This is an optimization exercise on Yosys and OpenROAD, whose aim is small area, a short achievable clock period and few clock cycles per item, not a production implementation.
No functional check of the RTL was part of any run shown here.
Power and IR drop assume default switching activity.

==> design/flow/design.v <==
module pointer_motion_scaler_unit (
  input  logic               clk,
  input  logic               rst,
  input  logic               ev_valid,
  output logic               ev_ready,
  input  logic               ev_func,
  input  logic [2:0]         ev_event_kind,
  input  logic signed [15:0] ev_motion_value,
  input  logic               ev_sync_flag,
  input  logic [2:0]         ev_action,
  output logic               res_valid,
  input  logic               res_ready,
  output logic signed [15:0] res_scaled_value,
  output logic               res_keep_event
);
  function automatic logic [1:0] q0tab(input logic [6:0] x);
    case (x)
      7'd0: q0tab = 2'd1;
      7'd1: q0tab = 2'd1;
      7'd2: q0tab = 2'd0;
      7'd3: q0tab = 2'd0;
      7'd4: q0tab = 2'd0;
      7'd5: q0tab = 2'd0;
      7'd6: q0tab = 2'd2;
      7'd7: q0tab = 2'd2;
      7'd8: q0tab = 2'd1;
      7'd9: q0tab = 2'd1;
      7'd10: q0tab = 2'd0;
      7'd11: q0tab = 2'd0;
      7'd12: q0tab = 2'd0;
      7'd13: q0tab = 2'd0;
      7'd14: q0tab = 2'd0;
      7'd15: q0tab = 2'd2;
      7'd16: q0tab = 2'd1;
      7'd17: q0tab = 2'd0;
      7'd18: q0tab = 2'd0;
      7'd19: q0tab = 2'd0;
      7'd20: q0tab = 2'd0;
      7'd21: q0tab = 2'd0;
      7'd22: q0tab = 2'd0;
      7'd23: q0tab = 2'd2;
      7'd24: q0tab = 2'd1;
      7'd25: q0tab = 2'd0;
      7'd26: q0tab = 2'd0;
      7'd27: q0tab = 2'd0;
      7'd28: q0tab = 2'd0;
      7'd29: q0tab = 2'd0;
      7'd30: q0tab = 2'd0;
      7'd31: q0tab = 2'd0;
      7'd32: q0tab = 2'd1;
      7'd33: q0tab = 2'd0;
      7'd34: q0tab = 2'd0;
      7'd35: q0tab = 2'd0;
      7'd36: q0tab = 2'd0;
      7'd37: q0tab = 2'd0;
      7'd38: q0tab = 2'd0;
      7'd39: q0tab = 2'd0;
      7'd40: q0tab = 2'd1;
      7'd41: q0tab = 2'd0;
      7'd42: q0tab = 2'd0;
      7'd43: q0tab = 2'd0;
      7'd44: q0tab = 2'd0;
      7'd45: q0tab = 2'd0;
      7'd46: q0tab = 2'd0;
      7'd47: q0tab = 2'd0;
      7'd48: q0tab = 2'd1;
      7'd49: q0tab = 2'd0;
      7'd50: q0tab = 2'd0;
      7'd51: q0tab = 2'd0;
      7'd52: q0tab = 2'd0;
      7'd53: q0tab = 2'd0;
      7'd54: q0tab = 2'd0;
      7'd55: q0tab = 2'd0;
      7'd56: q0tab = 2'd1;
      7'd57: q0tab = 2'd0;
      7'd58: q0tab = 2'd0;
      7'd59: q0tab = 2'd0;
      7'd60: q0tab = 2'd0;
      7'd61: q0tab = 2'd0;
      7'd62: q0tab = 2'd0;
      7'd63: q0tab = 2'd0;
      7'd64: q0tab = 2'd1;
      7'd65: q0tab = 2'd1;
      7'd66: q0tab = 2'd1;
      7'd67: q0tab = 2'd1;
      7'd68: q0tab = 2'd2;
      7'd69: q0tab = 2'd2;
      7'd70: q0tab = 2'd2;
      7'd71: q0tab = 2'd2;
      7'd72: q0tab = 2'd1;
      7'd73: q0tab = 2'd1;
      7'd74: q0tab = 2'd1;
      7'd75: q0tab = 2'd0;
      7'd76: q0tab = 2'd0;
      7'd77: q0tab = 2'd2;
      7'd78: q0tab = 2'd2;
      7'd79: q0tab = 2'd2;
      7'd80: q0tab = 2'd1;
      7'd81: q0tab = 2'd1;
      7'd82: q0tab = 2'd1;
      7'd83: q0tab = 2'd0;
      7'd84: q0tab = 2'd0;
      7'd85: q0tab = 2'd0;
      7'd86: q0tab = 2'd2;
      7'd87: q0tab = 2'd2;
      7'd88: q0tab = 2'd1;
      7'd89: q0tab = 2'd1;
      7'd90: q0tab = 2'd1;
      7'd91: q0tab = 2'd0;
      7'd92: q0tab = 2'd0;
      7'd93: q0tab = 2'd0;
      7'd94: q0tab = 2'd2;
      7'd95: q0tab = 2'd2;
      7'd96: q0tab = 2'd1;
      7'd97: q0tab = 2'd1;
      7'd98: q0tab = 2'd0;
      7'd99: q0tab = 2'd0;
      7'd100: q0tab = 2'd0;
      7'd101: q0tab = 2'd0;
      7'd102: q0tab = 2'd2;
      7'd103: q0tab = 2'd2;
      7'd104: q0tab = 2'd1;
      7'd105: q0tab = 2'd0;
      7'd106: q0tab = 2'd0;
      7'd107: q0tab = 2'd0;
      7'd108: q0tab = 2'd0;
      7'd109: q0tab = 2'd0;
      7'd110: q0tab = 2'd0;
      7'd111: q0tab = 2'd2;
      7'd112: q0tab = 2'd1;
      7'd113: q0tab = 2'd0;
      7'd114: q0tab = 2'd0;
      7'd115: q0tab = 2'd0;
      7'd116: q0tab = 2'd0;
      7'd117: q0tab = 2'd0;
      7'd118: q0tab = 2'd0;
      7'd119: q0tab = 2'd0;
      7'd120: q0tab = 2'd1;
      7'd121: q0tab = 2'd0;
      7'd122: q0tab = 2'd0;
      7'd123: q0tab = 2'd0;
      7'd124: q0tab = 2'd0;
      7'd125: q0tab = 2'd0;
      7'd126: q0tab = 2'd0;
      7'd127: q0tab = 2'd0;
      default: q0tab = 2'd0;
    endcase
  endfunction
  function automatic logic [6:0] hbase(input logic [7:0] x);
    case (x)
      8'd0: hbase = 7'd0;
      8'd1: hbase = 7'd0;
      8'd2: hbase = 7'd0;
      8'd3: hbase = 7'd0;
      8'd4: hbase = 7'd0;
      8'd5: hbase = 7'd0;
      8'd6: hbase = 7'd0;
      8'd7: hbase = 7'd0;
      8'd8: hbase = 7'd0;
      8'd9: hbase = 7'd0;
      8'd10: hbase = 7'd0;
      8'd11: hbase = 7'd0;
      8'd12: hbase = 7'd0;
      8'd13: hbase = 7'd0;
      8'd14: hbase = 7'd0;
      8'd15: hbase = 7'd0;
      8'd16: hbase = 7'd0;
      8'd17: hbase = 7'd0;
      8'd18: hbase = 7'd0;
      8'd19: hbase = 7'd0;
      8'd20: hbase = 7'd0;
      8'd21: hbase = 7'd0;
      8'd22: hbase = 7'd0;
      8'd23: hbase = 7'd0;
      8'd24: hbase = 7'd0;
      8'd25: hbase = 7'd0;
      8'd26: hbase = 7'd0;
      8'd27: hbase = 7'd0;
      8'd28: hbase = 7'd0;
      8'd29: hbase = 7'd0;
      8'd30: hbase = 7'd0;
      8'd31: hbase = 7'd0;
      8'd32: hbase = 7'd1;
      8'd33: hbase = 7'd1;
      8'd34: hbase = 7'd1;
      8'd35: hbase = 7'd1;
      8'd36: hbase = 7'd1;
      8'd37: hbase = 7'd1;
      8'd38: hbase = 7'd1;
      8'd39: hbase = 7'd1;
      8'd40: hbase = 7'd1;
      8'd41: hbase = 7'd1;
      8'd42: hbase = 7'd1;
      8'd43: hbase = 7'd1;
      8'd44: hbase = 7'd1;
      8'd45: hbase = 7'd1;
      8'd46: hbase = 7'd1;
      8'd47: hbase = 7'd1;
      8'd48: hbase = 7'd1;
      8'd49: hbase = 7'd1;
      8'd50: hbase = 7'd1;
      8'd51: hbase = 7'd1;
      8'd52: hbase = 7'd1;
      8'd53: hbase = 7'd1;
      8'd54: hbase = 7'd1;
      8'd55: hbase = 7'd1;
      8'd56: hbase = 7'd1;
      8'd57: hbase = 7'd1;
      8'd58: hbase = 7'd1;
      8'd59: hbase = 7'd1;
      8'd60: hbase = 7'd1;
      8'd61: hbase = 7'd1;
      8'd62: hbase = 7'd1;
      8'd63: hbase = 7'd1;
      8'd64: hbase = 7'd0;
      8'd65: hbase = 7'd0;
      8'd66: hbase = 7'd0;
      8'd67: hbase = 7'd0;
      8'd68: hbase = 7'd123;
      8'd69: hbase = 7'd123;
      8'd70: hbase = 7'd123;
      8'd71: hbase = 7'd123;
      8'd72: hbase = 7'd118;
      8'd73: hbase = 7'd118;
      8'd74: hbase = 7'd118;
      8'd75: hbase = 7'd118;
      8'd76: hbase = 7'd113;
      8'd77: hbase = 7'd113;
      8'd78: hbase = 7'd113;
      8'd79: hbase = 7'd113;
      8'd80: hbase = 7'd108;
      8'd81: hbase = 7'd108;
      8'd82: hbase = 7'd108;
      8'd83: hbase = 7'd108;
      8'd84: hbase = 7'd0;
      8'd85: hbase = 7'd0;
      8'd86: hbase = 7'd0;
      8'd87: hbase = 7'd0;
      8'd88: hbase = 7'd0;
      8'd89: hbase = 7'd0;
      8'd90: hbase = 7'd0;
      8'd91: hbase = 7'd0;
      8'd92: hbase = 7'd0;
      8'd93: hbase = 7'd0;
      8'd94: hbase = 7'd0;
      8'd95: hbase = 7'd0;
      8'd96: hbase = 7'd1;
      8'd97: hbase = 7'd1;
      8'd98: hbase = 7'd1;
      8'd99: hbase = 7'd1;
      8'd100: hbase = 7'd6;
      8'd101: hbase = 7'd6;
      8'd102: hbase = 7'd6;
      8'd103: hbase = 7'd6;
      8'd104: hbase = 7'd11;
      8'd105: hbase = 7'd11;
      8'd106: hbase = 7'd11;
      8'd107: hbase = 7'd11;
      8'd108: hbase = 7'd16;
      8'd109: hbase = 7'd16;
      8'd110: hbase = 7'd16;
      8'd111: hbase = 7'd16;
      8'd112: hbase = 7'd21;
      8'd113: hbase = 7'd21;
      8'd114: hbase = 7'd21;
      8'd115: hbase = 7'd21;
      8'd116: hbase = 7'd1;
      8'd117: hbase = 7'd1;
      8'd118: hbase = 7'd1;
      8'd119: hbase = 7'd1;
      8'd120: hbase = 7'd1;
      8'd121: hbase = 7'd1;
      8'd122: hbase = 7'd1;
      8'd123: hbase = 7'd1;
      8'd124: hbase = 7'd1;
      8'd125: hbase = 7'd1;
      8'd126: hbase = 7'd1;
      8'd127: hbase = 7'd1;
      8'd128: hbase = 7'd0;
      8'd129: hbase = 7'd0;
      8'd130: hbase = 7'd0;
      8'd131: hbase = 7'd0;
      8'd132: hbase = 7'd125;
      8'd133: hbase = 7'd125;
      8'd134: hbase = 7'd125;
      8'd135: hbase = 7'd125;
      8'd136: hbase = 7'd122;
      8'd137: hbase = 7'd122;
      8'd138: hbase = 7'd122;
      8'd139: hbase = 7'd122;
      8'd140: hbase = 7'd119;
      8'd141: hbase = 7'd119;
      8'd142: hbase = 7'd119;
      8'd143: hbase = 7'd119;
      8'd144: hbase = 7'd116;
      8'd145: hbase = 7'd116;
      8'd146: hbase = 7'd116;
      8'd147: hbase = 7'd116;
      8'd148: hbase = 7'd0;
      8'd149: hbase = 7'd0;
      8'd150: hbase = 7'd0;
      8'd151: hbase = 7'd0;
      8'd152: hbase = 7'd0;
      8'd153: hbase = 7'd0;
      8'd154: hbase = 7'd0;
      8'd155: hbase = 7'd0;
      8'd156: hbase = 7'd0;
      8'd157: hbase = 7'd0;
      8'd158: hbase = 7'd0;
      8'd159: hbase = 7'd0;
      8'd160: hbase = 7'd1;
      8'd161: hbase = 7'd1;
      8'd162: hbase = 7'd1;
      8'd163: hbase = 7'd1;
      8'd164: hbase = 7'd4;
      8'd165: hbase = 7'd4;
      8'd166: hbase = 7'd4;
      8'd167: hbase = 7'd4;
      8'd168: hbase = 7'd7;
      8'd169: hbase = 7'd7;
      8'd170: hbase = 7'd7;
      8'd171: hbase = 7'd7;
      8'd172: hbase = 7'd10;
      8'd173: hbase = 7'd10;
      8'd174: hbase = 7'd10;
      8'd175: hbase = 7'd10;
      8'd176: hbase = 7'd13;
      8'd177: hbase = 7'd13;
      8'd178: hbase = 7'd13;
      8'd179: hbase = 7'd13;
      8'd180: hbase = 7'd1;
      8'd181: hbase = 7'd1;
      8'd182: hbase = 7'd1;
      8'd183: hbase = 7'd1;
      8'd184: hbase = 7'd1;
      8'd185: hbase = 7'd1;
      8'd186: hbase = 7'd1;
      8'd187: hbase = 7'd1;
      8'd188: hbase = 7'd1;
      8'd189: hbase = 7'd1;
      8'd190: hbase = 7'd1;
      8'd191: hbase = 7'd1;
      8'd192: hbase = 7'd0;
      8'd193: hbase = 7'd0;
      8'd194: hbase = 7'd127;
      8'd195: hbase = 7'd126;
      8'd196: hbase = 7'd125;
      8'd197: hbase = 7'd125;
      8'd198: hbase = 7'd124;
      8'd199: hbase = 7'd123;
      8'd200: hbase = 7'd122;
      8'd201: hbase = 7'd122;
      8'd202: hbase = 7'd121;
      8'd203: hbase = 7'd120;
      8'd204: hbase = 7'd119;
      8'd205: hbase = 7'd119;
      8'd206: hbase = 7'd118;
      8'd207: hbase = 7'd117;
      8'd208: hbase = 7'd116;
      8'd209: hbase = 7'd116;
      8'd210: hbase = 7'd115;
      8'd211: hbase = 7'd114;
      8'd212: hbase = 7'd0;
      8'd213: hbase = 7'd0;
      8'd214: hbase = 7'd127;
      8'd215: hbase = 7'd126;
      8'd216: hbase = 7'd0;
      8'd217: hbase = 7'd0;
      8'd218: hbase = 7'd127;
      8'd219: hbase = 7'd126;
      8'd220: hbase = 7'd0;
      8'd221: hbase = 7'd0;
      8'd222: hbase = 7'd127;
      8'd223: hbase = 7'd126;
      8'd224: hbase = 7'd1;
      8'd225: hbase = 7'd1;
      8'd226: hbase = 7'd2;
      8'd227: hbase = 7'd3;
      8'd228: hbase = 7'd4;
      8'd229: hbase = 7'd4;
      8'd230: hbase = 7'd5;
      8'd231: hbase = 7'd6;
      8'd232: hbase = 7'd7;
      8'd233: hbase = 7'd7;
      8'd234: hbase = 7'd8;
      8'd235: hbase = 7'd9;
      8'd236: hbase = 7'd10;
      8'd237: hbase = 7'd10;
      8'd238: hbase = 7'd11;
      8'd239: hbase = 7'd12;
      8'd240: hbase = 7'd13;
      8'd241: hbase = 7'd13;
      8'd242: hbase = 7'd14;
      8'd243: hbase = 7'd15;
      8'd244: hbase = 7'd1;
      8'd245: hbase = 7'd1;
      8'd246: hbase = 7'd2;
      8'd247: hbase = 7'd3;
      8'd248: hbase = 7'd1;
      8'd249: hbase = 7'd1;
      8'd250: hbase = 7'd2;
      8'd251: hbase = 7'd3;
      8'd252: hbase = 7'd1;
      8'd253: hbase = 7'd1;
      8'd254: hbase = 7'd2;
      8'd255: hbase = 7'd3;
      default: hbase = 7'd0;
    endcase
  endfunction
  function automatic logic [2:0] oh3d(input logic [1:0] x);    
    oh3d = {x == 2'd2, x == 2'd1, x == 2'd0 || x == 2'd3};
  endfunction
  function automatic logic [2:0] add3oh(input logic [2:0] a, input logic [2:0] b);
    add3oh[0] = (a[0] & b[0]) | (a[1] & b[2]) | (a[2] & b[1]);
    add3oh[1] = (a[0] & b[1]) | (a[1] & b[0]) | (a[2] & b[2]);
    add3oh[2] = (a[0] & b[2]) | (a[2] & b[0]) | (a[1] & b[1]);
  endfunction
  function automatic logic [4:0] oh5n(input logic [3:0] x);    
    oh5n[0] = x == 4'd0 || x == 4'd5 || x == 4'd10 || x == 4'd15;
    oh5n[1] = x == 4'd1 || x == 4'd6 || x == 4'd11;
    oh5n[2] = x == 4'd2 || x == 4'd7 || x == 4'd12;
    oh5n[3] = x == 4'd3 || x == 4'd8 || x == 4'd13;
    oh5n[4] = x == 4'd4 || x == 4'd9 || x == 4'd14;
  endfunction
  function automatic logic [4:0] add5oh(input logic [4:0] a, input logic [4:0] b);
    for (int j = 0; j < 5; j++) begin
      add5oh[j] = 1'b0;
      for (int i = 0; i < 5; i++) add5oh[j] = add5oh[j] | (a[i] & b[(j - i + 5) % 5]);
    end
  endfunction
  logic [2:0]  mouse_level, scroll_level;
  logic        inv_h, inv_v;
  logic [1:0]  clow0, clow1, clow2, clow3;
  logic [4:0]  cdig2, cdig3;
  logic        csgn0, csgn1, csgn2, csgn3;
  localparam logic [1:0] D1 = 2'd0, D3 = 2'd1, D5 = 2'd2, D20 = 2'd3;
  logic               r_valid, r_evt, r_kf, r_scale, r_sig, r_q0z, r_q0m1;
  logic [2:0]         r_v3;
  logic [4:0]         r_v5;
  logic [1:0]         r_low;
  logic [2:0]         r_x1;     
  logic [2:0]         r_x2;     
  logic               r_x3;     
  logic               r_clrm, r_clrs;
  logic [1:0]         r_axis, r_k, r_dcl;
  logic signed [15:0] r_v;
  logic              m_valid;
  logic [17:0]       m_a1;
  logic [6:0]        m_h;
  logic              m_d1, m_sig, m_kf;
  logic              n_valid;
  logic [15:0]       n_w;
  logic              n_d1, n_kf;
  logic              o_valid;
  logic signed [15:0] o_value;
  logic              o_keep;
  logic o_free, n_adv, r_adv, r_ld, accept, accept1;
  logic full_n, full_m, full_r, full_p;
  logic o_valid_d, n_valid_d, m_valid_d, r_valid_d;
  assign o_free   = res_ready || !o_valid;
  assign n_adv    = res_ready || !full_n;
  assign r_adv    = res_ready || !full_m;
  assign ev_ready = res_ready || !full_p;
  assign r_ld     = res_ready || !full_r;
  assign accept   = ev_valid && ev_ready;
  logic full_n_d;
  assign full_n_d = o_valid_d && n_valid_d;
  always_comb begin
    r_valid_d = r_ld ? accept : r_valid;
    m_valid_d = r_adv ? (r_valid && r_evt) : m_valid;
    n_valid_d = n_adv ? m_valid : n_valid;
    o_valid_d = o_free ? n_valid : o_valid;
  end
  always_ff @(posedge clk) begin
    if (rst) begin
      full_n <= 1'b0;
      full_m <= 1'b0;
      full_r <= 1'b0;
      full_p <= 1'b0;
    end else begin
      full_n <= o_valid_d && n_valid_d;
      full_m <= o_valid_d && n_valid_d && m_valid_d;
      full_r <= o_valid_d && n_valid_d && m_valid_d && r_valid_d;
      full_p <= o_valid_d && m_valid_d;
    end
  end
  assign accept1  = r_valid && r_adv;
  logic       scale0, wheel0, sig0;
  logic [3:0] code;
  logic [1:0] k0, dcl0;
  logic [2:0] msel0;
  logic       lneg0;
  logic [1:0] qt;
  always_comb begin
    scale0 = !ev_event_kind[2];
    wheel0 = scale0 && ev_event_kind[1];
    sig0   = wheel0 && (ev_event_kind[0] ? inv_v : inv_h);
    if (!scale0)      code = 4'd2;
    else if (!wheel0) code = {1'b0, mouse_level};
    else              code = {1'b1, scroll_level};
    case (code)
      4'd0:    begin k0 = 2'd1; dcl0 = D1;  msel0 = 3'd0; lneg0 = 1'b0; end  
      4'd1:    begin k0 = 2'd2; dcl0 = D1;  msel0 = 3'd2; lneg0 = 1'b1; end  
      4'd2:    begin k0 = 2'd0; dcl0 = D1;  msel0 = 3'd0; lneg0 = 1'b0; end  
      4'd3:    begin k0 = 2'd2; dcl0 = D1;  msel0 = 3'd3; lneg0 = 1'b0; end  
      4'd4:    begin k0 = 2'd1; dcl0 = D1;  msel0 = 3'd2; lneg0 = 1'b0; end  
      4'd5:    begin k0 = 2'd2; dcl0 = D1;  msel0 = 3'd5; lneg0 = 1'b1; end  
      4'd8:    begin k0 = 2'd2; dcl0 = D1;  msel0 = 3'd0; lneg0 = 1'b0; end  
      4'd9:    begin k0 = 2'd0; dcl0 = D3;  msel0 = 3'd3; lneg0 = 1'b0; end  
      4'd10:   begin k0 = 2'd2; dcl0 = D20; msel0 = 3'd6; lneg0 = 1'b1; end  
      4'd11:   begin k0 = 2'd0; dcl0 = D5;  msel0 = 3'd4; lneg0 = 1'b0; end  
      4'd12:   begin k0 = 2'd1; dcl0 = D1;  msel0 = 3'd0; lneg0 = 1'b0; end  
      4'd13:   begin k0 = 2'd0; dcl0 = D1;  msel0 = 3'd0; lneg0 = 1'b0; end  
      4'd15:   begin k0 = 2'd0; dcl0 = D1;  msel0 = 3'd2; lneg0 = 1'b0; end  
      default: begin k0 = 2'd0; dcl0 = D1;  msel0 = 3'd1; lneg0 = 1'b0; end  
    endcase
    qt = q0tab({code, ev_motion_value[2:0]});
  end
  logic [2:0] v3;
  logic [4:0] v5, v5t;
  always_comb begin
    v3 = add3oh(add3oh(add3oh(oh3d(ev_motion_value[1:0]), oh3d(ev_motion_value[3:2])), add3oh(oh3d(ev_motion_value[5:4]), oh3d(ev_motion_value[7:6]))),
                add3oh(add3oh(oh3d(ev_motion_value[9:8]), oh3d(ev_motion_value[11:10])),
                       add3oh(oh3d(ev_motion_value[13:12]), {ev_motion_value[14] & ev_motion_value[15], ev_motion_value[14] ^ ev_motion_value[15], !(ev_motion_value[14] | ev_motion_value[15])})));
    v5t = oh5n(4'({ev_motion_value[14], ev_motion_value[13], ev_motion_value[12]}) + 4'({ev_motion_value[15], 1'b0}));
    v5  = add5oh(add5oh(oh5n(ev_motion_value[3:0]), oh5n(ev_motion_value[7:4])), add5oh(oh5n(ev_motion_value[11:8]), v5t));
  end
  logic [1:0] low0;
  assign low0 = lneg0 ? {ev_motion_value[1] ^ ev_motion_value[0], ev_motion_value[0]}
                      : ev_motion_value[1:0];
  always_ff @(posedge clk) begin
    if (rst) begin
      mouse_level  <= 3'd4;
      scroll_level <= 3'd2;
      inv_h        <= 1'b0;
      inv_v        <= 1'b0;
    end else if (accept && ev_func) begin
      case (ev_action)
        3'd0: inv_v <= !inv_v;
        3'd1: inv_h <= !inv_h;
        3'd2: if (mouse_level != 3'd6) mouse_level <= mouse_level + 3'd1;
        3'd3: if (mouse_level != 3'd0) mouse_level <= mouse_level - 3'd1;
        3'd4: if (scroll_level != 3'd7) scroll_level <= scroll_level + 3'd1;
        3'd5: if (scroll_level != 3'd0) scroll_level <= scroll_level - 3'd1;
        default: ;
      endcase
    end
  end
  always_ff @(posedge clk) begin
    if (rst) r_valid <= 1'b0;
    else if (r_ld) r_valid <= accept;
    if (r_ld) begin
      r_evt   <= !ev_func;
      r_clrm  <= ev_func && (ev_action == 3'd2 || ev_action == 3'd3);
      r_clrs  <= ev_func && (ev_action == 3'd4 || ev_action == 3'd5);
      r_kf    <= !scale0 || ev_sync_flag;
      r_scale <= scale0;
      r_sig   <= sig0;
      r_axis  <= ev_event_kind[1:0];
      r_k     <= k0;
      r_dcl   <= dcl0;
      r_x1    <= {msel0 == 3'd5, msel0 == 3'd1 || msel0 == 3'd4,
                  msel0 != 3'd5 && msel0 != 3'd1 && msel0 != 3'd4};
      r_x2    <= {msel0 == 3'd5, msel0 == 3'd3 || msel0 == 3'd4 || msel0 == 3'd6,
                  msel0 == 3'd2};
      r_x3    <= msel0 == 3'd6;
      r_v3    <= v3;
      r_v5    <= v5;
      r_low   <= low0;
      r_q0z   <= (ev_motion_value[15:3] == 13'd0) && qt[0];
      r_q0m1  <= (ev_motion_value[15:3] == {13{1'b1}}) && qt[1];
      r_v     <= ev_motion_value;
    end
  end
  logic signed [15:0] v;
  logic [1:0]  k, dcl;
  logic        chain, sig, nu;
  assign v     = r_v;
  assign k     = r_k;
  assign dcl   = r_dcl;
  assign chain = (dcl != D1);
  assign sig   = r_sig;
  assign nu    = sig ^ chain;
  logic signed [20:0] vx, x1, x2, x3, prod;
  logic [17:0] z;
  assign vx = 21'(v);
  always_comb begin
    x1 = ({21{r_x1[0]}} & vx) | ({21{r_x1[1]}} & (vx <<< 1)) | ({21{r_x1[2]}} & (vx <<< 3));
    x2 = ({21{r_x2[0]}} & (vx <<< 1)) | ({21{r_x2[1]}} & (vx <<< 2)) | ({21{r_x2[2]}} & ~vx);
    x3 = {21{r_x3}} & (vx <<< 4);
    prod = x1 + x2 + x3 + 21'(r_x2[2]);
    case (k)
      2'd1:    z = prod[18:1];
      2'd2:    z = prod[19:2];
      default: z = prod[17:0];
    endcase
  end
  logic [4:0] r, u5;
  logic [2:0] rb;
  logic [1:0] low, l;
  always_comb begin
    u5 = {r_v5[3], r_v5[1], r_v5[4], r_v5[2], r_v5[0]};    
    case (dcl)
      D3:  r = {2'b00, r_v3};
      D5:  r = {r_v5[2], r_v5[4], r_v5[1], r_v5[3], r_v5[0]};    
      D20: case (l)                                               
             2'd0:    r = u5;
             2'd1:    r = {u5[3:0], u5[4]};
             2'd2:    r = {u5[2:0], u5[4:3]};
             default: r = {u5[1:0], u5[4:2]};
           endcase
      default: r = 5'b00001;
    endcase
  end
  assign rb  = {r[4], r[3] | r[2], r[3] | r[1]};
  assign low = r_low;
  assign l   = {v[1] ^ v[0], v[0]};
  logic q0z, q0m1, q0m2;
  assign q0z  = r_q0z;
  assign q0m1 = r_q0m1;
  assign q0m2 = v[15] && !r_q0m1;
  logic [1:0] clow;
  logic [4:0] cdig;
  logic       csgn;
  logic [2:0] ls;
  logic [1:0] nlow;
  logic       k1;
  logic [4:0] cd5, s5;
  logic [2:0] cd3, s3;
  logic [4:0] ndig;
  logic       w5, w3, wrap, nz, nneg, nsg;
  always_comb begin
    case (r_axis)
      2'd0:    begin clow = clow0; cdig = 5'b00001; csgn = csgn0; end
      2'd1:    begin clow = clow1; cdig = 5'b00001; csgn = csgn1; end
      2'd2:    begin clow = clow2; cdig = cdig2;    csgn = csgn2; end
      default: begin clow = clow3; cdig = cdig3;    csgn = csgn3; end
    endcase
    ls = 3'(low) + 3'(clow);
    case (k)
      2'd1:    begin k1 = low[0] & clow[0]; nlow = {1'b0, low[0] ^ clow[0]}; end
      2'd2:    begin k1 = ls[2]; nlow = ls[1:0]; end
      default: begin k1 = 1'b0;  nlow = 2'd0; end
    endcase
    cd5 = k1 ? {cdig[3:0], cdig[4]} : cdig;
    s5  = add5oh(r, cd5);
    w5  = (k1 & cdig[4]);
    for (int i = 0; i < 5; i++)
      for (int m = 0; m < 5; m++)
        if (i + m >= 5) w5 = w5 | (r[i] & cd5[m]);
    cd3 = k1 ? {cdig[1:0], cdig[2]} : cdig[2:0];
    s3  = add3oh(r[2:0], cd3);
    w3  = (k1 & cdig[2]) | (r[1] & cd3[2]) | (r[2] & cd3[1]) | (r[2] & cd3[2]);
    case (dcl)
      D3:      begin ndig = {2'b00, s3}; wrap = w3; end
      D5, D20: begin ndig = s5;          wrap = w5; end
      default: begin ndig = 5'b00001;    wrap = k1; end
    endcase
    nz   = (nlow != 2'd0) || !ndig[0];
    nneg = q0m2 || (q0m1 && !(wrap && !csgn)) || (q0z && csgn && !wrap);
    nsg  = nneg && nz;
  end
  logic [6:0] hb, ks, hm1, hp1, hp2, h;
  logic       am1, ap1, ap2;
  always_comb begin
    hb  = hbase({dcl, nu, rb, l});
    case ({chain, nu})
      2'b10:   ks =  7'sd15;
      2'b11:   ks = -7'sd15;
      2'b01:   ks = -7'sd1;
      default: ks =  7'sd1;
    endcase
    hm1 = hb - ks;
    hp1 = hb + ks;
    hp2 = hb + (ks << 1);
    am1 = !wrap && csgn && !nsg;
    ap2 = wrap && !csgn && nsg;
    ap1 = (wrap || nsg) && !csgn && !ap2 || (wrap && csgn && nsg);
    if (!r_scale) h = 7'd0;
    else if (am1) h = hm1;
    else if (ap1) h = hp1;
    else if (ap2) h = hp2;
    else          h = hb;
  end
  always_ff @(posedge clk) begin
    if (rst) begin
      clow0 <= '0; clow1 <= '0; clow2 <= '0; clow3 <= '0;
      cdig2 <= 5'b00001; cdig3 <= 5'b00001;
      csgn0 <= 1'b0; csgn1 <= 1'b0; csgn2 <= 1'b0; csgn3 <= 1'b0;
    end else if (accept1) begin
      if (r_clrm) begin
        clow0 <= '0; clow1 <= '0; csgn0 <= 1'b0; csgn1 <= 1'b0;
      end
      if (r_clrs) begin
        clow2 <= '0; clow3 <= '0; csgn2 <= 1'b0; csgn3 <= 1'b0;
        cdig2 <= 5'b00001; cdig3 <= 5'b00001;
      end
      if (r_evt && r_scale) begin
        case (r_axis)
          2'd0: begin clow0 <= nlow; csgn0 <= nsg; end
          2'd1: begin clow1 <= nlow; csgn1 <= nsg; end
          2'd2: begin clow2 <= nlow; cdig2 <= ndig; csgn2 <= nsg; end
          default: begin clow3 <= nlow; cdig3 <= ndig; csgn3 <= nsg; end
        endcase
      end
    end
  end
  always_ff @(posedge clk) begin
    if (rst) m_valid <= 1'b0;
    else if (r_adv) m_valid <= r_valid && r_evt;
    if (r_adv) begin
      m_a1   <= z ^ {18{nu}};
      m_h    <= h;
      m_d1   <= !chain;
      m_sig  <= sig;
      m_kf   <= r_kf;
    end
  end
  logic [17:0] sa;
  logic [14:0] sb;
  logic signed [15:0] ys;
  always_comb begin
    sa = m_a1 + {{11{m_h[6]}}, m_h};
    sb = sa[14:0] + (sa[14:0] << 4);
    if (!sa[17] && sa[16:15] != 2'b00)       ys = 16'sh7fff;
    else if (sa[17] && sa[16:15] != 2'b11)   ys = m_sig ? 16'sh8001 : 16'sh8000;
    else if (m_sig && sa[15:0] == 16'h8000)  ys = 16'sh8001;
    else                                     ys = sa[15:0];
  end
  always_ff @(posedge clk) begin
    if (rst) n_valid <= 1'b0;
    else if (n_adv) n_valid <= m_valid;
    if (n_adv) begin
      n_w  <= m_d1 ? ys : {1'b0, sb};
      n_d1 <= m_d1;
      n_kf <= m_kf;
    end
  end
  logic [14:0] sc;
  logic signed [15:0] yc;
  always_comb begin
    sc = n_w[14:0] + (n_w[14:0] << 8);
    yc = n_d1 ? n_w : {sc[14], sc};
  end
  always_ff @(posedge clk) begin
    if (rst) o_valid <= 1'b0;
    else if (o_free) o_valid <= n_valid;
    if (o_free) begin
      o_value <= yc;
      o_keep  <= n_kf || (yc != 16'sd0);
    end
  end
  assign res_valid        = o_valid;
  assign res_scaled_value = o_value;
  assign res_keep_event   = o_keep;
endmodule
==> design/flow/run.sh <==
#!/bin/bash
# synth_recipe.tcl (not shown) runs the flow's synth.tcl, then flattens the netlist and writes it again
# the make line also repeats each setting of config.mk as NAME=value (left out here)
make -C /OpenROAD-flow-scripts/flow DESIGN_CONFIG=/design/flow/config.mk WORK_HOME=/design/flow/orfs CLKGATE_MAP_FILE= SYNTH_SCRIPT=/design/flow/synth_recipe.tcl finish
==> design/flow/config.mk <==
export PLATFORM = sky130hd
export DESIGN_NAME = pointer_motion_scaler_unit
export DESIGN_NICKNAME = pointer_motion_scaler_unit
export VERILOG_FILES = /design/flow/design.v
export SDC_FILE = /design/flow/constraint.sdc
export NUM_CORES = 4
export LEC_CHECK = 0
export ABC_AREA = 1
export CAP_MARGIN = 20
export CORE_MARGIN = 2
export CORE_UTILIZATION = 40
export SETUP_SLACK_MARGIN = 5
export SLEW_MARGIN = 20
==> design/flow/constraint.sdc <==
create_clock -name core_clock -period 10.0 [get_ports {clk}]
set_input_delay 2.0000 -clock core_clock [delete_from_list [all_inputs] [get_ports {clk}]]
set_output_delay 2.0000 -clock core_clock [all_outputs]
set_load 0.01 [all_outputs]
==> impl_metrics.toml, run 1 <==
[status]
status = "finished clean"

[setup_path]
path_buf_inv = 3
slowest_stage = "clkdlybuf4s50_1"
setup.worst_path.start_class = "input port"
required_ns = 8.00
path_max_fanout = 6
slowest_delay_ns = 0.42
cp.arrival_ns = 2.90
critical_path.endpoint_type = "output port"
path_class = "in2out"
critical_path.cell_chain = "clkdlybuf4s50_1, inv_2, nand2_1, dlygate4sd2_1"
crit_family = "buffers and inverters"

[clock_network]
cts_tree = "yes"
clock_sinks = 146
cts_buffers = 17
insertion_delay_ns = 0.43
path_clk_slew_ns = 0.07
cts.path.max_buffers = 2
clockRootBuffer = "clkbuf_16"
htree_num_levels = 4
postCtsSetupRepairBufs = 0

[grt]
grt_overflow_total = 0
grt_pass1_vias = 12000
antenna_found_initial = 0
grtUsageTotal_pct = 19.5
grt_pass1_wl_um = 58000
grt_max_degree = 47

[power]
seq_power_share_pct = 28.9
switchingPower_mw = 1.38
power.leakage_nw = 7.17
combPwrFrac_pct = 51.0
peakVddDrop_uv = 123
clkPwrFrac_pct = 20.1
power_mw = 3.19
p_sw_share_pct = 43.1
power.density_nw_per_um2 = 208
p_int_mw = 1.82

[timing]
hold_slack_ns = 0.416
setup_violations = 0
report.final.slew_viol_count = 0
final.setup_skew_ns = 0.0190
worst_pin_slew_ns = 0.775
hold_viol = 0
post-route-period-util_pct = 49.0
fin_crit_ns = 4.90
tns_ns = 0
maxSlewHeadroom_pct = 48.2
max_freq_ghz = 0.204
grt_setup_unrepaired = "false"

[finish]
n_antenna_cell = 0
final_cell_area_sq_um = 15300
fin_nets = 2122
syn2layout_area_growth_pct = 10.5
drive_gt1_share_pct = 5.61

[route]
drt-total-wl_um = 34800
num_vias = 12800
vias_per_cell = 5.30
drt-initial-drc-count = 666
wl_per_cell_um = 14.4
drtAntennaViolNets = 0
drc_errors = 0
drt-pass1-iter-count = 5

[placed_design]
dp_hpwl_um = 27800
post_dp_cell_area_sq_um = 14700
io_buffers = 46
gp_congestion = 0.886

[synth]
synth_seq_area_share_pct = 28.9
syn_inst = 1916
synth_seq_cells = 146
netlist_top_cells_area = "edfxtp_1 (23%), nand2_1 (14%), ha_1 (11%)"
synth_edf_count = 108
yosysTopAreaCellShare_pct = 23.4
ys_types = 60
yosysTopAreaCell = "edfxtp_1"
yosys_warnings = 1
async_flop_share_pct = 0
synth.avg_cell_area_sq_um = 7.24
synth_top_flop_cell = "edfxtp_1"
synth_nets = 2090
netlist_area_sq_um = 13900

[die]
fp.dieW_um = 190
ios = 47
num_rows = 68
die_area_sq_um = 36200
start_util_pct = 40.4
die_h_um = 190
core_sq_um = 34400

[hold_path]
holdCritPathClass = "reg2reg"

[job]
max_cap_viol_count = 0
-- cell usage after synthesis (4+ instances only) --
| library cell | instances |
|---|---|
| a211oi_1 | 5 |
| a21o_1 | 4 |
| a21oi_1 | 130 |
| a21oi_2 | 4 |
| a221oi_1 | 4 |
| a22o_1 | 8 |
| a22oi_1 | 6 |
| a31oi_1 | 15 |
| and2_1 | 4 |
| and3_1 | 4 |
| buf_2 | 6 |
| buf_6 | 5 |
| clkbuf_1 | 19 |
| dfxtp_1 | 38 |
| edfxtp_1 | 108 |
| fa_1 | 25 |
| ha_1 | 121 |
| inv_1 | 246 |
| inv_2 | 13 |
| nand2_1 | 516 |
| nand2_2 | 19 |
| nand2_4 | 5 |
| nand3_1 | 116 |
| nand4_1 | 20 |
| nor2_1 | 132 |
| nor2_2 | 5 |
| nor2_4 | 4 |
| nor3_1 | 26 |
| nor4_1 | 9 |
| o2111ai_1 | 4 |
| o211ai_1 | 24 |
| o21ai_0 | 108 |
| o21ai_1 | 8 |
| o21ai_2 | 5 |
| o221ai_1 | 33 |
| o22ai_1 | 9 |
| o31ai_1 | 5 |
| or2_2 | 10 |
| xnor2_1 | 16 |
| xor2_1 | 49 |
-- what timing repair did --
item | CTS | global route
gates resized for setup | 1 | 2
hold buffers | 0 | 0
gates cloned | 0 | 0
hold endpoints to repair | 0 | 0
endpoints found under the setup margin | 1 | 4
-- final timing paths --
kind	startpoint	end	slack [ns]	cells after the start
min reg2reg	m_kf	n_kf	0.42	0
max	res_ready	ev_ready	5.10	4
min	m_kf	n_kf	0.42	0
max reg2reg	r_v[1]	m_h[6]	5.44	23
-- final cells by class --
cell class              count  area, sq um
clock buffers              17          425
clock inverters            15          170
fillers                  3505        19000
inverters                 261          982
multi-input cells        1474         8710
flip-flops and latches    146         4000
well taps                 455          569
repair buffers             48          474
-- metrics by stage --
| step | util [%] | worst slack (ns) | cells |
|---|---|---|---|
| after global routing | 44.6 | 5.04 | 2416 |
| after detailed placement | 42.9 | 4.79 | 2384 |
| final | 44.6 | 5.10 | 2416 |
| after floorplan | - | 5.77 | 1916 |
| after global placement | 42.9 | 4.80 | 2384 |
| after CTS | 44.6 | 5.05 | 2416 |
-- flip-flops by register name (all words and copies together), names as in the netlist, 5 cells and up --
register	flops
cdig2	5
cdig3	5
m_a1	18
m_h	7
n_w	16
o_value	16
r_v	16
r_v5	5
-- per-layer routing --
metal | share of wire [%] | vias up | global-route usage, %
met2 | 50 | 289 | 35.0
met3 | 3.2 | 49 | 1.91
met4 | 2.4 | 0 | 6.80
met5 | 0 | - | 0
met1 | 45 | 5923 | 24.4
li1 | - | 6540 | -
-- power groups by stage --
stage / logic [mW] / clock network, mW / registers (mW)
after detailed placement: 1.62 / 0 / 0.936
after floorplan: 1.22 / 0 / 0.915
after CTS: 1.63 / 0.658 / 0.924
after global routing: 1.85 / 0.681 / 0.940
after global placement: 1.60 / 0 / 0.935
final: 1.63 / 0.641 / 0.922
-- cells in the final DEF (no fill, tap or decap), drive strengths merged, types with 5 or more instances in the layout --
cell,netlist,layout
o21ai,121,121
a211oi,5,5
inv,260,267
nand4,21,21
or2,10,10
o221ai,33,33
nand2,540,540
o31ai,5,5
nand3,119,119
clkinv,1,7
a22oi,6,6
edfxtp,108,108
o22ai,9,9
xor2,49,49
a31oi,15,15
a21oi,134,134
xnor2,16,16
fa,25,25
nor3,26,26
nor2,142,142
dfxtp,38,38
clkbuf,19,17
o211ai,24,24
clkdlybuf4s50,0,45
ha,121,121
a22o,8,8
nor4,9,9
-- worst register-to-register path, stage by stage, from the launching register on --
cell	delay (ns)
edfxtp_1	0.48
inv_1	0.17
ha_1	0.27
inv_2	0.15
nand2_1	0.11
o21ai_2	0.20
nand2_4	0.12
nor2_4	0.23
inv_2	0.12
ha_1	0.29
inv_1	0.03
nor2_1	0.18
o21ai_0	0.10
a22o_1	0.22
a21oi_2	0.19
ha_1	0.40
a21oi_1	0.30
o21ai_0	0.20
a2111o_1	0.40
nand2_1	0.06
nand2_1	0.06
nand3_1	0.07
nand2_1	0.05
inv_1	0.04
-- logic make-up after synthesis --
logic type | count (synthesis) | synth area share, %
adders and majority gates | 146 | 14.5
and+or+nand+nor | 879 | 27.3
xor gates and xnor gates | 65 | 4.10
buffers and inverters | 296 | 8.43
DFF | 146 | 28.9
AOI/OAI and AO/OA | 384 | 16.8
==> run 2: changes to the inputs <==
--- a/design/flow/config.mk
+++ b/design/flow/config.mk
@@ -8,6 +8,6 @@
 export ABC_AREA = 1
 export CAP_MARGIN = 20
 export CORE_MARGIN = 2
-export CORE_UTILIZATION = 40
+export CORE_UTILIZATION = 65
 export SETUP_SLACK_MARGIN = 5
 export SLEW_MARGIN = 20
==> impl_metrics.toml, run 2 <==
[status]
status = "finished clean"

[power]
power.density_nw_per_um2 = 211
power.leakage_nw = 7.15
peakVddDrop_uv = 127

[synth]
netlist_top_cells_area = "edfxtp_1 (23%), nand2_1 (14%), ha_1 (11%)"
async_flop_share_pct = 0
netlist_top_cells_count = "nand2_1 (516), inv_1 (246), nor2_1 (132)"
synth_seq_cells = 146
synth_seq_area_share_pct = 28.9
synth.avg_cell_area_sq_um = 7.24
synth_nets = 2090
ys_types = 60
post-synth-top-count-cell = "nand2_1"
yosysTopAreaCellShare_pct = 23.4
netlist_area_sq_um = 13900
synth_edf_count = 108
yosys_warnings = 1
synth_top_flop_cell = "edfxtp_1"
yosysTopAreaCell = "edfxtp_1"
syn_inst = 1916

[timing]
post-route-period-util_pct = 48.9
tns_ns = 0
hold_viol = 0
maxSlewHeadroom_pct = 31.1
max_freq_ghz = 0.204
fin_crit_ns = 4.89
report.final.slew_viol_count = 0
setup_violations = 0
worst_pin_slew_ns = 1.03
grt_setup_unrepaired = "false"
final.setup_skew_ns = 0.0167

[setup_path]
required_ns = 8.00
setup.worst_path.start_class = "input port"
path_max_fanout = 6
slowest_stage = "clkdlybuf4s50_1"
critical_path.cell_chain = "clkdlybuf4s50_1, inv_2, nand2_1, dlygate4sd2_1"
path_class = "in2out"
critical_path.endpoint_type = "output port"
slowest_delay_ns = 0.47
cp.arrival_ns = 2.89

[placed_design]
dp_hpwl_um = 26700
post_dp_cell_area_sq_um = 14500
gp_congestion = 0.940
io_buffers = 46
place_inst = 2204

[route]
drt-total-wl_um = 34300
met3_length_um = 1740
wl_per_cell_um = 15.3
drt-initial-drc-count = 1018
vias_per_cell = 5.82
drt-pass1-iter-count = 5
wl_met1_um = 14500
highest_layer = "met4"
drc_errors = 0
num_vias = 13000
dr_wl_met2_um = 16800
drtAntennaViolNets = 0

[clock_network]
htree_num_levels = 4
clock_sinks = 146
path_clk_slew_ns = 0.06
insertion_delay_ns = 0.44
cts_tree = "yes"
cts.path.max_buffers = 2
cts_buffers = 17
clockRootBuffer = "clkbuf_16"

[die]
start_util_pct = 66.2
ios = 47
fp.dieW_um = 150
die_h_um = 150
core_sq_um = 21000
die_area_sq_um = 22500
num_rows = 53

[finish]
final_util_pct = 72.0
final_common_cell = "nand2_1"
syn2layout_area_growth_pct = 8.72
final_cell_mix = "nand2_1 (515), inv_1 (245), nor2_1 (132), a21oi_1 (128), ha_1 (121)"
fin_nets = 2122
finalNonFillerCells = 2236
final_cell_area_sq_um = 15100
largest_reg_flops = 18
largest-register = "m_a1"
n_antenna_cell = 0
drive_gt1_share_pct = 5.66

[grt]
grtUsageTotal_pct = 30.6
antenna_found_initial = 0
grt_max_degree = 47
grt_pass1_vias = 12000
grt_pass1_wl_um = 55900
grt_overflow_total = 0

[job]
max_cap_viol_count = 0

[hold_path]
holdCritPathClass = "reg2reg"
==> run 2: worst max-delay path: cells and delay by family <==
kind	cells	cell delay [ns]
buffers and inverters	3	0.80
and+or+nand+nor	1	0.09
==> run 2: area by class of cell <==
type                       count  area [sq um]
multi-input combinational   1474          8710
fill                        1754          5870
sequential                   146          4000
inverter                     261           982
timing repair buffer          48           474
clock buffer                  19           454
tap                          275           344
clock inverter                13           110
==> run 2: repair_timing <==
item | 4_1_cts | 5_1_grt
endpoints found under the hold margin | 0 | 0
hold buffers | 0 | 0
gates resized for setup | 1 | 4
setup buffers | 0 | 0
endpoints found under the setup margin | 1 | 4
==> run 2: final timing paths <==
kind,start,end,slack (ns),cells past startpoint
worst min register to register,m_kf,n_kf,0.43,0
worst min-delay path,m_kf,n_kf,0.43,0
worst max-delay path,res_ready,ev_ready,5.11,4
worst max register to register,r_v[1],m_h[6],5.51,24
==> run 2: per-stage QoR <==
stage | setup WS [ns] | hold slack [ns] | power, mW
finish | 5.11 | 0.429 | 3.19
global route | 5.04 | 0.445 | 3.44
CTS | 5.04 | 0.434 | 3.18
detailed placement | 4.80 | 0.422 | 2.55
global placement | 4.78 | 0.408 | 2.50
floorplan | 5.77 | 0.400 | 2.13
==> run 2: metal layers <==
layer	vias up	global-route usage, %
met5	-	0
met1	5970	38.2
met3	72	4.15
met4	0	12.5
met2	425	53.6
li1	6546	-
==> run 2: logic make-up (layout without fill, tap and decap cells) <==
logic type / count (synthesis) / count (layout) / share of synthesized area (%)
DFF: 146 / 146 / 28.9
and+or+nand+nor: 879 / 879 / 27.3
AOI/OAI and AO/OA: 384 / 384 / 16.8
buffers and inverters: 296 / 341 / 8.43
xor gates and xnor gates: 65 / 65 / 4.10
adders and majority gates: 146 / 146 / 14.5
==> run 2: report_power, final <==
group          switching (mW)  internal (mW)  leakage [nW]  total, mW
registers              0.0861          0.835          1.48      0.921
clock network           0.277          0.340         0.280      0.617
logic                    1.02          0.627          5.40       1.65
total                    1.39           1.80          7.15       3.19
==> run 3: changes to the inputs <==
--- a/design/flow/design.v
+++ b/design/flow/design.v
@@ -437,16 +437,15 @@
   logic               r_valid, r_evt, r_kf, r_scale, r_sig, r_q0z, r_q0m1;
   logic [2:0]         r_v3;
   logic [4:0]         r_v5;
-  logic [1:0]         r_low;
-  logic [2:0]         r_x1;     
-  logic [2:0]         r_x2;     
-  logic               r_x3;     
+  logic [2:0]         r_msel;   
+  logic               r_lneg;   
   logic               r_clrm, r_clrs;
   logic [1:0]         r_axis, r_k, r_dcl;
   logic signed [15:0] r_v;
   logic              m_valid;
   logic [17:0]       m_a1;
-  logic [6:0]        m_h;
+  logic [6:0]        m_hb;
+  logic              m_am1, m_ap1, m_ap2, m_neg;
   logic              m_d1, m_sig, m_kf;
   logic              n_valid;
   logic [15:0]       n_w;
@@ -525,9 +524,6 @@
     v5t = oh5n(4'({ev_motion_value[14], ev_motion_value[13], ev_motion_value[12]}) + 4'({ev_motion_value[15], 1'b0}));
     v5  = add5oh(add5oh(oh5n(ev_motion_value[3:0]), oh5n(ev_motion_value[7:4])), add5oh(oh5n(ev_motion_value[11:8]), v5t));
   end
-  logic [1:0] low0;
-  assign low0 = lneg0 ? {ev_motion_value[1] ^ ev_motion_value[0], ev_motion_value[0]}
-                      : ev_motion_value[1:0];
   always_ff @(posedge clk) begin
     if (rst) begin
       mouse_level  <= 3'd4;
@@ -559,14 +555,10 @@
       r_axis  <= ev_event_kind[1:0];
       r_k     <= k0;
       r_dcl   <= dcl0;
-      r_x1    <= {msel0 == 3'd5, msel0 == 3'd1 || msel0 == 3'd4,
-                  msel0 != 3'd5 && msel0 != 3'd1 && msel0 != 3'd4};
-      r_x2    <= {msel0 == 3'd5, msel0 == 3'd3 || msel0 == 3'd4 || msel0 == 3'd6,
-                  msel0 == 3'd2};
-      r_x3    <= msel0 == 3'd6;
+      r_msel  <= msel0;
+      r_lneg  <= lneg0;
       r_v3    <= v3;
       r_v5    <= v5;
-      r_low   <= low0;
       r_q0z   <= (ev_motion_value[15:3] == 13'd0) && qt[0];
       r_q0m1  <= (ev_motion_value[15:3] == {13{1'b1}}) && qt[1];
       r_v     <= ev_motion_value;
@@ -585,10 +577,17 @@
   logic [17:0] z;
   assign vx = 21'(v);
   always_comb begin
-    x1 = ({21{r_x1[0]}} & vx) | ({21{r_x1[1]}} & (vx <<< 1)) | ({21{r_x1[2]}} & (vx <<< 3));
-    x2 = ({21{r_x2[0]}} & (vx <<< 1)) | ({21{r_x2[1]}} & (vx <<< 2)) | ({21{r_x2[2]}} & ~vx);
-    x3 = {21{r_x3}} & (vx <<< 4);
-    prod = x1 + x2 + x3 + 21'(r_x2[2]);
+    x1 = vx; x2 = '0; x3 = '0;
+    case (r_msel)
+      3'd1: x1 = vx <<< 1;                              
+      3'd2: x2 = vx <<< 1;                              
+      3'd3: x2 = vx <<< 2;                              
+      3'd4: begin x1 = vx <<< 1; x2 = vx <<< 2; end     
+      3'd5: begin x1 = vx <<< 3; x2 = ~vx; end          
+      3'd6: begin x2 = vx <<< 2; x3 = vx <<< 4; end     
+      default: ;                                        
+    endcase
+    prod = x1 + x2 + x3 + 21'(r_msel == 3'd5);
     case (k)
       2'd1:    z = prod[18:1];
       2'd2:    z = prod[19:2];
@@ -613,7 +612,7 @@
     endcase
   end
   assign rb  = {r[4], r[3] | r[2], r[3] | r[1]};
-  assign low = r_low;
+  assign low = r_lneg ? {v[1] ^ v[0], v[0]} : v[1:0];
   assign l   = {v[1] ^ v[0], v[0]};
   logic q0z, q0m1, q0m2;
   assign q0z  = r_q0z;
@@ -660,27 +659,13 @@
     nneg = q0m2 || (q0m1 && !(wrap && !csgn)) || (q0z && csgn && !wrap);
     nsg  = nneg && nz;
   end
-  logic [6:0] hb, ks, hm1, hp1, hp2, h;
+  logic [6:0] hb;
   logic       am1, ap1, ap2;
   always_comb begin
-    hb  = hbase({dcl, nu, rb, l});
-    case ({chain, nu})
-      2'b10:   ks =  7'sd15;
-      2'b11:   ks = -7'sd15;
-      2'b01:   ks = -7'sd1;
-      default: ks =  7'sd1;
-    endcase
-    hm1 = hb - ks;
-    hp1 = hb + ks;
-    hp2 = hb + (ks << 1);
-    am1 = !wrap && csgn && !nsg;
-    ap2 = wrap && !csgn && nsg;
-    ap1 = (wrap || nsg) && !csgn && !ap2 || (wrap && csgn && nsg);
-    if (!r_scale) h = 7'd0;
-    else if (am1) h = hm1;
-    else if (ap1) h = hp1;
-    else if (ap2) h = hp2;
-    else          h = hb;
+    hb  = r_scale ? hbase({dcl, nu, rb, l}) : 7'd0;
+    am1 = r_scale && !wrap && csgn && !nsg;
+    ap2 = r_scale && wrap && !csgn && nsg;
+    ap1 = r_scale && ((wrap || nsg) && !csgn && !ap2 || (wrap && csgn && nsg));
   end
   always_ff @(posedge clk) begin
     if (rst) begin
@@ -710,17 +695,27 @@
     else if (r_adv) m_valid <= r_valid && r_evt;
     if (r_adv) begin
       m_a1   <= z ^ {18{nu}};
-      m_h    <= h;
+      m_hb   <= hb;
+      m_am1  <= am1;
+      m_ap1  <= ap1;
+      m_ap2  <= ap2;
+      m_neg  <= nu;
       m_d1   <= !chain;
       m_sig  <= sig;
       m_kf   <= r_kf;
     end
   end
-  logic [17:0] sa;
+  logic [17:0] sa, st;
   logic [14:0] sb;
   logic signed [15:0] ys;
   always_comb begin
-    sa = m_a1 + {{11{m_h[6]}}, m_h};
+    case ({m_d1, m_neg})
+      2'b10:   st = m_am1 ? -18'sd1  : m_ap1 ?  18'sd1  : m_ap2 ?  18'sd2  : 18'sd0;
+      2'b11:   st = m_am1 ?  18'sd1  : m_ap1 ? -18'sd1  : m_ap2 ? -18'sd2  : 18'sd0;
+      2'b00:   st = m_am1 ? -18'sd15 : m_ap1 ?  18'sd15 : m_ap2 ?  18'sd30 : 18'sd0;
+      default: st = m_am1 ?  18'sd15 : m_ap1 ? -18'sd15 : m_ap2 ? -18'sd30 : 18'sd0;
+    endcase
+    sa = m_a1 + {{11{m_hb[6]}}, m_hb} + st;
     sb = sa[14:0] + (sa[14:0] << 4);
     if (!sa[17] && sa[16:15] != 2'b00)       ys = 16'sh7fff;
     else if (sa[17] && sa[16:15] != 2'b11)   ys = m_sig ? 16'sh8001 : 16'sh8000;
--- a/design/flow/config.mk
+++ b/design/flow/config.mk
@@ -8,6 +8,6 @@
 export ABC_AREA = 1
 export CAP_MARGIN = 20
 export CORE_MARGIN = 2
-export CORE_UTILIZATION = 65
+export CORE_UTILIZATION = 40
 export SETUP_SLACK_MARGIN = 5
 export SLEW_MARGIN = 20
==> impl_metrics.toml, run 3 <==
[power]
clkPwrFrac_pct = 17.8
switchingPower_mw = 1.61
power.density_nw_per_um2 = 232
combPwrFrac_pct = 56.4
p_sw_share_pct = 45.5
p_int_mw = 1.93
peakVddDrop_uv = 177
power.leakage_nw = 7.17
seq_power_share_pct = 25.8

[finish]
finalNonFillerCells = 2420
fin_nets = 2134
n_antenna_cell = 0
largest_reg_flops = 18
largest-register = "m_a1"
drive_gt1_share_pct = 4.92
syn2layout_area_growth_pct = 11.9
final_common_cell = "nand2_1"
nFillCells = 3441
final_cell_mix = "nand2_1 (524), inv_1 (269), nand3_1 (139), nor2_1 (135), o21ai_0 (135)"

[timing]
max_freq_ghz = 0.204
grt_setup_unrepaired = "false"
tns_ns = 0
hold_viol = 0
report.final.slew_viol_count = 0
worst_pin_slew_ns = 1.14
fin_crit_ns = 4.90
final.setup_skew_ns = 0.0179
post-route-period-util_pct = 49.0
setup_violations = 0
maxSlewHeadroom_pct = 23.7

[synth]
ys_types = 54
synth_seq_area_share_pct = 29.4
synth.avg_cell_area_sq_um = 7.13
syn_inst = 1911
synth_seq_cells = 146
yosys_warnings = 1
synth_top_flop_cell = "edfxtp_1"
post-synth-top-count-cell = "nand2_1"
synth_nets = 2086
synth_edf_count = 108
netlist_top_cells_count = "nand2_1 (528), inv_1 (272), nand3_1 (139)"
netlist_top_cells_area = "edfxtp_1 (24%), nand2_1 (15%), ha_1 (9.9%)"
netlist_area_sq_um = 13600
async_flop_share_pct = 0
yosysTopAreaCell = "edfxtp_1"
yosysTopAreaCellShare_pct = 23.8

[placed_design]
gp_congestion = 0.912
place_inst = 2382
io_buffers = 46
dp_hpwl_um = 27200

[clock_network]
ctsHoldBuffers = 0
insertion_delay_ns = 0.43
cts_tree = "yes"
clockRootBuffer = "clkbuf_16"
path_clk_slew_ns = 0.07
cts_buffers = 17
htree_num_levels = 4
clock_sinks = 146
cts.path.max_buffers = 2

[grt]
grtUsageMet2_pct = 35.2
grt_max_degree = 44
top_usage_layer = "met2"
grtUsageTotal_pct = 19.7
antenna_found_initial = 0
use_met3_pct = 2.18
met1_usage_pct = 25.3
grt_pass1_vias = 12200
grt_overflow_total = 0
grt_pass1_wl_um = 58500

[die]
ios = 47
num_rows = 67
fp.dieW_um = 189
die_area_sq_um = 35600
core_sq_um = 33500
start_util_pct = 40.7
die_h_um = 189

[setup_path]
required_ns = 8.00
path_max_fanout = 6
ff2ff_setup_slack_ns = 5.42
critical_path.endpoint_type = "output port"
setup.worst_path.start_class = "input port"
path_class = "in2out"
worst-r2r-cell-count = 20
timing.rr.end = "n_w[14]"
cp.arrival_ns = 2.90
r2r_start = "m_d1"

[route]
drtAntennaViolNets = 0
num_vias = 12700
drt-total-wl_um = 34700
wl_per_cell_um = 14.3
drt-pass1-iter-count = 5
drc_errors = 0
drt-initial-drc-count = 757
vias_per_cell = 5.25

[hold_path]
holdCritPathClass = "reg2reg"
whs_endpoint = "m_kf"
worstHoldStart = "r_kf"
min_path_cells = 0

[job]
max_cap_viol_count = 0

[status]
status = "finished clean"
-- run 3: cell types whose count changed after synthesis, moves of 10 or more --
cell / delta
a21oi_1: -13
a221oi_1: +12
nand3_1: +23
nand2_2: -10
inv_1: +26
fa_1: +14
o21ai_0: +30
o221ai_1: -26
nand2_1: +12
ha_1: -13
-- run 3: layer usage --
metal	up-vias	share of wire [%]
met5	-	0
met4	0	1.8
met3	47	3.5
met2	293	49
met1	5877	46
li1	6490	-
-- run 3: timing repair --
action                                  4_1_cts  5_1_grt
buffers inserted                              2        3
pin swaps                                     0        3
endpoints found under the setup margin        2       15
gates cloned                                  0        1
resized for setup                             1       18
hold endpoints to repair                      0        0
-- run 3: kinds of logic (layout without fill, tap and decap cells) --
kind of cell	after synthesis	after routing	synth area share, %
AO/OA/AOI/OAI	368	368	15.6
XOR/XNOR	50	50	3.21
adder cells (fa/ha/maj)	147	147	15.6
flip-flops	146	146	29.4
AND/OR/NAND/NOR	886	886	27.5
buffers and inverters	314	375	8.76
-- run 3: worst max-delay path by stage --
| stage | slack [ns] | start | endpoint | cells past startpoint |
|---|---|---|---|---|
| 2_1_floorplan | 5.54 | m_neg | n_w[13] | 21 |
| 3_3_place_gp | 4.76 | res_ready | ev_ready | 4 |
| 4_1_cts | 5.00 | res_ready | ev_ready | 4 |
| 6_report | 5.10 | res_ready | ev_ready | 4 |
| 5_1_grt | 5.01 | m_am1 | n_w[13] | 25 |
| 3_5_place_dp | 4.75 | res_ready | ev_ready | 4 |
-- run 3: metrics by stage --
stage | area (sq um) | total power [mW] | setup slack, ns | hold slack, ns | util (%)
floorplan | 13600 | 2.36 | 5.54 | 0.400 | -
global placement | 14600 | 2.84 | 4.76 | 0.403 | 43.5
detailed placement | 14600 | 2.85 | 4.75 | 0.408 | 43.5
CTS | 15200 | 3.49 | 5.00 | 0.431 | 45.2
global route | 15300 | 3.88 | 5.01 | 0.434 | 45.5
finish | 15300 | 3.54 | 5.10 | 0.428 | 45.5
-- run 3: layout make-up --
class	instances	area (sq um)	share of cell area [%]
Multi-Input combinational cell	1451	8500	55.7
Sequential cell	146	4000	26.2
Inverter	286	1080	7.09
Tap cell	448	561	3.67
Timing Repair Buffer	56	538	3.53
Clock buffer	17	425	2.79
Clock inverter	15	141	0.927
Timing Repair inverter	1	5.00	0.0328
-- run 3: power by group through the flow --
stage	combinational, mW	clock [mW]	sequential [mW]
after floorplan	1.44	0	0.915
after global placement	1.91	0	0.927
after detailed placement	1.92	0	0.931
after CTS	1.93	0.641	0.916
after global routing	2.28	0.663	0.930
final	2.00	0.629	0.912
-- run 3: worst max-delay path, cell delays in order --
cell and delay (ns):
clkdlybuf4s50_1 0.47, inv_2 0.06, nand2_2 0.09, dlygate4sd2_1 0.27

[what the ideal ports hide]
The results above use ideal ports. As a check the final layouts listed here were re-extracted and re-timed, cells and wires unchanged.
Step 1 sets driving cells, clkbuf_16 on the clock port and buf_2 on the other inputs (assumed; they add their load-dependent delay and slew).
Step 2 also shifts input and output timing later by t, the mid clock arrival at the registers, as if the neighbouring blocks saw the same clock.
Three values: no drivers, after step 1, after step 2; two values: the first two.
| run | t (ns) | setup WS [ns] | worst setup path after step 2 | latest minus earliest clock arrival (ns) |
|---|---|---|---|---|
| run 1 | 0.474 | 5.096 / 5.073 / 4.879 | input to register | 0.020 / 0.019 |
| run 2 | 0.482 | 5.106 / 5.079 / 4.882 | input to register | 0.017 / 0.017 |
| run 3 | 0.472 | 5.101 / 5.076 / 5.076 | input to output | 0.020 / 0.020 |
After both steps setup and hold are still met in every run listed. The setup slack of run 2, which loses most, moves by -0.027 ns with the drivers and by -0.224 ns with both steps.
